From an optimization exercise on the open Yosys and OpenROAD flow, aimed at small area, a short achievable clock period and few clock cycles per item; shortcuts taken in it are not production practice.
The RTL was checked by simulation tests, not by an equivalence proof against the original design.
Power and IR drop assume default switching activity.

v6:
==> flow/design.v <==
package aaci_pkg;
   localparam logic [1:0] CMD_ADD = 2'd0;
   localparam logic [1:0] CMD_SUB = 2'd1;
   localparam logic [1:0] CMD_MUL = 2'd2;
   localparam logic [1:0] CMD_BYE = 2'd3;
   localparam logic [2:0] ST_OK       = 3'd0;
   localparam logic [2:0] ST_BAD_CMD  = 3'd1;
   localparam logic [2:0] ST_FEW_ARGS = 3'd2;
   localparam logic [2:0] ST_MANY     = 3'd3;
   localparam logic [2:0] ST_BAD_IN   = 3'd4;
   localparam logic [2:0] ST_BYE      = 3'd5;
   localparam logic [2:0] ST_OVERFLOW = 3'd6;
endpackage
module ascii_arith_command_interpreter (
   input  logic        clock,
   input  logic        reset,
   input  logic        req_valid,
   output logic        req_ready,
   input  logic [7:0]  req_byte_req,
   output logic        rsp_valid,
   input  logic        rsp_ready,
   output logic [2:0]  rsp_status,
   output logic [31:0] rsp_value
);
   localparam logic [1:0] CMD_ADD = 2'd0;
   localparam logic [1:0] CMD_SUB = 2'd1;
   localparam logic [1:0] CMD_MUL = 2'd2;
   localparam logic [1:0] CMD_BYE = 2'd3;
   localparam logic [2:0] ST_OK       = 3'd0;
   localparam logic [2:0] ST_BAD_CMD  = 3'd1;
   localparam logic [2:0] ST_FEW_ARGS = 3'd2;
   localparam logic [2:0] ST_MANY     = 3'd3;
   localparam logic [2:0] ST_BAD_IN   = 3'd4;
   localparam logic [2:0] ST_BYE      = 3'd5;
   localparam logic [2:0] ST_OVERFLOW = 3'd6;
   localparam logic [1:0] M_FIRST = 2'd0;
   localparam logic [1:0] M_ADD   = 2'd1;
   localparam logic [1:0] M_SUB   = 2'd2;
   localparam logic [1:0] M_MUL   = 2'd3;
   logic        v_ff, v_in, rr_ff, rr_in;
   logic [7:0]  b_ff, b_in;
   logic        ign_ff, ign_in;        
   logic [7:0]  len_ff, len_in;        
   logic        full_ff, full_in;      
   logic [3:0]  pos_ff, pos_in;        
   logic [1:0]  cmd_ff, cmd_in;        
   logic        alive_ff, alive_in;    
   logic        nul_ff, nul_in;
   logic [2:0]  spc_ff, spc_in;        
   logic        badin_ff, badin_in;    
   logic        lastsp_ff, lastsp_in;  
   logic [31:0] rs_ff, t_ff, sum;
   logic [31:1] rc_ff;
   logic        rv_ff, rv_in;
   logic [2:0]  st_ff;
   logic [1:0]  mode_ff, mode_in;      
   logic        ps2_ff, ps4_ff, ps8_ff, qs1_ff, qs2_ff, qsn_ff;
   logic is_nl, is_sp, is_dig, is_nul, go, lend, spc0, word_end_ok;
   logic [3:0] name_len;
   logic [7:0] name_chr;
   logic [2:0] status;
   assign is_nl  = b_ff == 8'd10;
   assign is_sp  = b_ff == 8'd32;
   assign is_nul = b_ff == 8'd0;
   assign is_dig = b_ff[7:4] == 4'h3 && (!b_ff[3] || b_ff[2:1] == 2'b00);
   assign req_ready = rr_ff;
   assign go        = v_ff && rr_ff;
   assign lend      = go && !ign_ff && (is_nl || full_ff);
   assign spc0      = spc_ff == 3'd0;
   always_comb begin
      unique case (cmd_ff)
         CMD_ADD: name_len = 4'd3;
         CMD_SUB: name_len = 4'd8;
         CMD_MUL: name_len = 4'd8;
         default: name_len = 4'd3;
      endcase
      name_chr = 8'd0;
      unique case (cmd_ff)
         CMD_ADD: case (pos_ff)
            4'd1: name_chr = "d";
            4'd2: name_chr = "d";
            default: ;
         endcase
         CMD_SUB: case (pos_ff)
            4'd1: name_chr = "u";
            4'd2: name_chr = "b";
            4'd3: name_chr = "t";
            4'd4: name_chr = "r";
            4'd5: name_chr = "a";
            4'd6: name_chr = "c";
            4'd7: name_chr = "t";
            default: ;
         endcase
         CMD_MUL: case (pos_ff)
            4'd1: name_chr = "u";
            4'd2: name_chr = "l";
            4'd3: name_chr = "t";
            4'd4: name_chr = "i";
            4'd5: name_chr = "p";
            4'd6: name_chr = "l";
            4'd7: name_chr = "y";
            default: ;
         endcase
         default: case (pos_ff)
            4'd1: name_chr = "y";
            4'd2: name_chr = "e";
            default: ;
         endcase
      endcase
   end
   assign word_end_ok = alive_ff && pos_ff == name_len;
   always_comb begin
      if (nul_ff)
         status = ST_BAD_CMD;
      else if (spc_ff == 3'd5)
         status = ST_MANY;
      else if (spc0 ? !word_end_ok : !alive_ff)
         status = ST_BAD_CMD;
      else if (cmd_ff == CMD_BYE)
         status = ST_BYE;
      else if (spc_ff < 3'd2)
         status = ST_FEW_ARGS;
      else if (badin_ff || lastsp_ff)
         status = ST_BAD_IN;
      else
         status = ST_OK;
      if (!is_nl)
         status = ST_OVERFLOW;
   end
   always_comb begin
      ign_in    = ign_ff;
      len_in    = len_ff;
      pos_in    = pos_ff;
      cmd_in    = cmd_ff;
      alive_in  = alive_ff;
      nul_in    = nul_ff;
      spc_in    = spc_ff;
      badin_in  = badin_ff;
      lastsp_in = lastsp_ff;
      rv_in     = rv_ff && !rsp_ready;
      if (go) begin
         if (ign_ff) begin
            ign_in = !is_nl;
         end else if (lend) begin
            rv_in     = 1'b1;
            ign_in    = !is_nl;
            len_in    = '0;
            pos_in    = '0;
            cmd_in    = CMD_ADD;
            alive_in  = 1'b1;
            nul_in    = 1'b0;
            spc_in    = '0;
            badin_in  = 1'b0;
            lastsp_in = 1'b0;
         end else begin
            len_in    = len_ff + 8'd1;
            lastsp_in = is_sp;
            if (is_nul) begin
               nul_in = 1'b1;
            end
            if (is_sp) begin
               if (spc0) begin
                  alive_in = word_end_ok;
               end else if (lastsp_ff) begin
                  badin_in = 1'b1;
               end
               if (spc_ff != 3'd5) begin
                  spc_in = spc_ff + 3'd1;
               end
            end else if (spc0) begin
               pos_in = pos_ff + 4'd1;
               if (pos_ff == 4'd0) begin
                  alive_in = alive_ff && (b_ff == "a" || b_ff == "s" || b_ff == "m" || b_ff == "b");
                  cmd_in   = b_ff[4] ? CMD_SUB : b_ff[3] ? CMD_MUL : b_ff[1] ? CMD_BYE : CMD_ADD;
               end else if (pos_ff >= name_len || b_ff != name_chr) begin
                  alive_in = 1'b0;
               end
            end else if (!is_dig) begin
               badin_in = 1'b1;
            end
         end
      end
      full_in = len_in == 8'd255;
      v_in  = rr_ff ? req_valid : v_ff;
      b_in  = rr_ff ? req_byte_req : b_ff;
      rr_in = !(v_in && rv_in && (b_in == 8'd10 || b_in == 8'd32 || full_in));
      if (spc_in == 3'd1)
         mode_in = M_FIRST;
      else if (cmd_in == CMD_MUL)
         mode_in = M_MUL;
      else if (cmd_in == CMD_SUB)
         mode_in = M_SUB;
      else
         mode_in = M_ADD;
   end
   function automatic logic [5:0] selects(input logic [1:0] m, input logic [3:0] d);
      logic ps2, ps4, ps8, qs1, qs2, qsn;
      ps2 = 1'b0; ps4 = 1'b0; ps8 = 1'b0; qs1 = 1'b0; qs2 = 1'b0; qsn = 1'b0;
      unique case (m)
         M_FIRST: ;
         M_MUL: unique case (d)
            4'd1: qs1 = 1'b1;
            4'd2: ps2 = 1'b1;
            4'd3: begin ps2 = 1'b1; qs1 = 1'b1; end
            4'd4: ps4 = 1'b1;
            4'd5: begin ps4 = 1'b1; qs1 = 1'b1; end
            4'd6: begin ps4 = 1'b1; qs2 = 1'b1; end
            4'd7: begin ps8 = 1'b1; qs1 = 1'b1; qsn = 1'b1; end
            4'd8: ps8 = 1'b1;
            4'd9: begin ps8 = 1'b1; qs1 = 1'b1; end
            default: ;
         endcase
         default: begin
            ps8 = 1'b1;
            qs1 = 1'b1;
         end
      endcase
      selects = {ps2, ps4, ps8, qs1, qs2, qsn};
   endfunction
   logic [3:0]  d;
   logic        first, add, sub, mul;
   logic        k3, a2, a1, a0, b0, x0, p2, p1, p0;
   logic [31:0] o1, o2, o3, o4, opp, opq, s1, c1, s2, c2, s3, c3, s4, c4, x1, x2, x3;
   assign d     = b_ff[3:0];
   assign first = mode_ff == M_FIRST;
   assign add   = mode_ff == M_ADD;
   assign sub   = mode_ff == M_SUB;
   assign mul   = mode_ff == M_MUL;
   always_comb begin
      k3 = (first || add) && d[3];
      a2 = ((first || add) && d[2]) || (sub && !d[2] && !d[3]);
      a1 = ((first || add) && d[1]) || (sub && !d[1] && !d[3]);
      a0 = ((first || add) && d[0]) || (sub && !d[0]) || (mul && d == 4'd7);
      b0 = add || (sub && !d[3]);
      x0 = b0;
      p2 = add;
      p1 = add;
      p0 = add;
   end
   always_comb begin
      o1  = {rs_ff[28:0], a2, a1, a0};
      o2  = {rs_ff[30:0], b0};
      o3  = {rc_ff[28:1], k3, 3'd0};
      o4  = {rc_ff[30:1], 2'd0};
      opp = ({t_ff[30:0], 1'b0} & {32{ps2_ff}}) | ({t_ff[29:0], 2'b0} & {32{ps4_ff}})
          | ({t_ff[28:0], 3'b0} & {32{ps8_ff}}) | {29'd0, p2, p1, p0};
      opq = ((t_ff & {32{qs1_ff}}) | ({t_ff[30:0], 1'b0} & {32{qs2_ff}})) ^ {32{qsn_ff}};
      for (int i = 0; i < 32; i++) begin
         {c1[i], s1[i]} = 2'(o1[i]) + 2'(o2[i]) + 2'(o3[i]);
      end
      x1 = {c1[30:0], x0};
      for (int i = 0; i < 32; i++) begin
         {c2[i], s2[i]} = 2'(s1[i]) + 2'(x1[i]) + 2'(o4[i]);
      end
      x2 = {c2[30:0], 1'b0};
      for (int i = 0; i < 32; i++) begin
         {c3[i], s3[i]} = 2'(s2[i]) + 2'(x2[i]) + 2'(opp[i]);
      end
      x3 = {c3[30:0], 1'b0};
      for (int i = 0; i < 32; i++) begin
         {c4[i], s4[i]} = 2'(s3[i]) + 2'(x3[i]) + 2'(opq[i]);
      end
      sum = rs_ff + {rc_ff[31:1], 1'b0};
   end
   always_ff @(posedge clock) begin
      if (rr_ff) begin
         b_ff <= req_byte_req;
      end
   end
   always_ff @(posedge clock) begin
      if (reset) begin
         v_ff      <= 1'b0;
         rr_ff     <= 1'b1;
         rv_ff     <= 1'b0;
         ign_ff    <= 1'b0;
         len_ff    <= '0;
         full_ff   <= 1'b0;
         pos_ff    <= '0;
         cmd_ff    <= CMD_ADD;
         alive_ff  <= 1'b1;
         nul_ff    <= 1'b0;
         spc_ff    <= '0;
         badin_ff  <= 1'b0;
         lastsp_ff <= 1'b0;
      end else begin
         v_ff      <= v_in;
         rr_ff     <= rr_in;
         rv_ff     <= rv_in;
         ign_ff    <= ign_in;
         len_ff    <= len_in;
         full_ff   <= full_in;
         pos_ff    <= pos_in;
         cmd_ff    <= cmd_in;
         alive_ff  <= alive_in;
         nul_ff    <= nul_in;
         spc_ff    <= spc_in;
         badin_ff  <= badin_in;
         lastsp_ff <= lastsp_in;
      end
   end
   always_ff @(posedge clock) begin
      mode_ff <= mode_in;
      {ps2_ff, ps4_ff, ps8_ff, qs1_ff, qs2_ff, qsn_ff} <= selects(mode_in, b_in[3:0]);
   end
   always_ff @(posedge clock) begin
      if (lend) begin
         st_ff <= status;
      end
   end
   always_ff @(posedge clock) begin
      if (go && !ign_ff) begin
         if (lend) begin
            t_ff <= (status == ST_OK) ? sum : '0;
         end else if (is_sp) begin
            if (spc0) begin
               rs_ff <= '0;
               rc_ff <= '0;
            end else if (spc_ff != 3'd5) begin
               t_ff <= (cmd_ff == CMD_MUL) ? sum : ~sum;
               if (cmd_ff == CMD_MUL) begin
                  rs_ff <= '0;
                  rc_ff <= '0;
               end
            end
         end else if (is_dig && !spc0) begin
            rs_ff <= s4;
            rc_ff <= c4[30:0];
         end
      end
   end
   assign rsp_valid  = rv_ff;
   assign rsp_status = st_ff;
   assign rsp_value  = t_ff;
endmodule
export LEC_CHECK = 0
export CAP_MARGIN = 20
export CORE_MARGIN = 2
export CORE_UTILIZATION = 40
export SLEW_MARGIN = 20
create_clock -name core_clock -period 10.0 [get_ports {clock}]
standard.sh (not shown) runs the stock make flow with config.mk's settings and CLKGATE_MAP_FILE= SYNTH_SCRIPT=/design/flow/synth_recipe.tcl, a recipe that flattens the netlist after the stock synthesis.
==> flow/flow/run.sh <==
#!/bin/bash
# Standard layout with a deeper setup repair target; tool output goes to standard.log here.
bash standard.sh SETUP_SLACK_MARGIN=7 finish > standard.log 2>&1
v6 completed end to end with timing, DRC and antenna clean.
Testbench counts of v6, summed over its fixed seeds: cycles 85,220, lines 3,200.
[inputs] v7 vs v6
diff --git a/flow/design.v b/flow/design.v
--- a/flow/design.v
+++ b/flow/design.v
@@ -219,9 +219,9 @@
    endfunction
    logic [3:0]  d;
    logic        first, add, sub, mul;
    logic        k3, a2, a1, a0, b0, x0, p2, p1, p0;
-   logic [31:0] o1, o2, o3, o4, opp, opq, s1, c1, s2, c2, s3, c3, s4, c4, x1, x2, x3;
+   logic [31:0] o1, o2, o3, o4, opp, opq, s1, c1, s2, c2, s3, c3, s4, c4;
    assign d     = b_ff[3:0];
    assign first = mode_ff == M_FIRST;
    assign add   = mode_ff == M_ADD;
    assign sub   = mode_ff == M_SUB;
@@ -244,23 +244,16 @@
       o4  = {rc_ff[30:1], 2'd0};
       opp = ({t_ff[30:0], 1'b0} & {32{ps2_ff}}) | ({t_ff[29:0], 2'b0} & {32{ps4_ff}})
           | ({t_ff[28:0], 3'b0} & {32{ps8_ff}}) | {29'd0, p2, p1, p0};
       opq = ((t_ff & {32{qs1_ff}}) | ({t_ff[30:0], 1'b0} & {32{qs2_ff}})) ^ {32{qsn_ff}};
-      for (int i = 0; i < 32; i++) begin
-         {c1[i], s1[i]} = 2'(o1[i]) + 2'(o2[i]) + 2'(o3[i]);
-      end
-      x1 = {c1[30:0], x0};
-      for (int i = 0; i < 32; i++) begin
-         {c2[i], s2[i]} = 2'(s1[i]) + 2'(x1[i]) + 2'(o4[i]);
-      end
-      x2 = {c2[30:0], 1'b0};
-      for (int i = 0; i < 32; i++) begin
-         {c3[i], s3[i]} = 2'(s2[i]) + 2'(x2[i]) + 2'(opp[i]);
-      end
-      x3 = {c3[30:0], 1'b0};
-      for (int i = 0; i < 32; i++) begin
-         {c4[i], s4[i]} = 2'(s3[i]) + 2'(x3[i]) + 2'(opq[i]);
-      end
+      s1  = o1 ^ o2 ^ o3;
+      c1  = (o1 & o2) | (o1 & o3) | (o2 & o3);
+      s2  = s1 ^ {c1[30:0], x0} ^ o4;
+      c2  = (s1 & {c1[30:0], x0}) | (s1 & o4) | ({c1[30:0], x0} & o4);
+      s3  = s2 ^ {c2[30:0], 1'b0} ^ opp;
+      c3  = (s2 & {c2[30:0], 1'b0}) | (s2 & opp) | ({c2[30:0], 1'b0} & opp);
+      s4  = s3 ^ {c3[30:0], 1'b0} ^ opq;
+      c4  = (s3 & {c3[30:0], 1'b0}) | (s3 & opq) | ({c3[30:0], 1'b0} & opq);
       sum = rs_ff + {rc_ff[31:1], 1'b0};
    end
    always_ff @(posedge clock) begin
       if (rr_ff) begin
==> run summary <==
v7 vs. v6: core occupancy in the finished layout increased 1.0 points; time the final worst path needs with I/O delays and setup increased 44 ps; clock network area share essentially unchanged.
Diff v6 -> v7 | clock power | up by a few percent
Taking v6 as the reference point, the non-clock buffering overhead in the final layout of v7 rises by 1.5 points.
Cells: v7 has more instances than v6
Diff v6 -> v7 | vertical die dimension | up by a few percent
v6 and v7 all finish clean.
In the flow results for v6 and v7, the fraction of synthesized cell area in xor and xnor cells is smaller on v7.
The critical path launch point comes out t_ff[29]$_DFFE_PP_ in one run and req_byte_req[0] in the other, namely in v6 and v7 respectively.
v7 against v6: sequential group power has increased; fmax decreased by 4.5 MHz relative to the old numbers.
Testbench counts of v7, summed over its fixed seeds: cycles 85,220, lines 3,200.

==> re-timing with driven ports <==
Ports are ideal in the flow. The routed layouts listed here were re-timed in OpenROAD.
Step 1 (the two cells are an assumption about what drives the block):
set clk [get_ports {clock}]
set_driving_cell -lib_cell sky130_fd_sc_hd__clkbuf_16 $clk
set_driving_cell -lib_cell sky130_fd_sc_hd__buf_2 [delete_from_list [all_inputs] $clk]
Step 2 also shifts input and output timing later by t, the mid clock arrival at the registers, as if the neighbouring blocks saw the same clock.
Three values: no drivers, after step 1, after step 2; two values: the first two.
run	shift t [ns]	setup WS [ns]	hold slack, ns	worst slew at a driven data input, ns
v6	0.486	6.915 / 6.864 / 6.568	0.455 / 0.455 / 0.455	0.04
v7	0.488	6.871 / 6.857 / 6.401	0.476 / 0.476 / 0.476	0.05
After both steps setup and hold are still met in every run listed. The setup slack of v7, which loses most, moves by -0.014 ns with the drivers and by -0.470 ns with both steps.
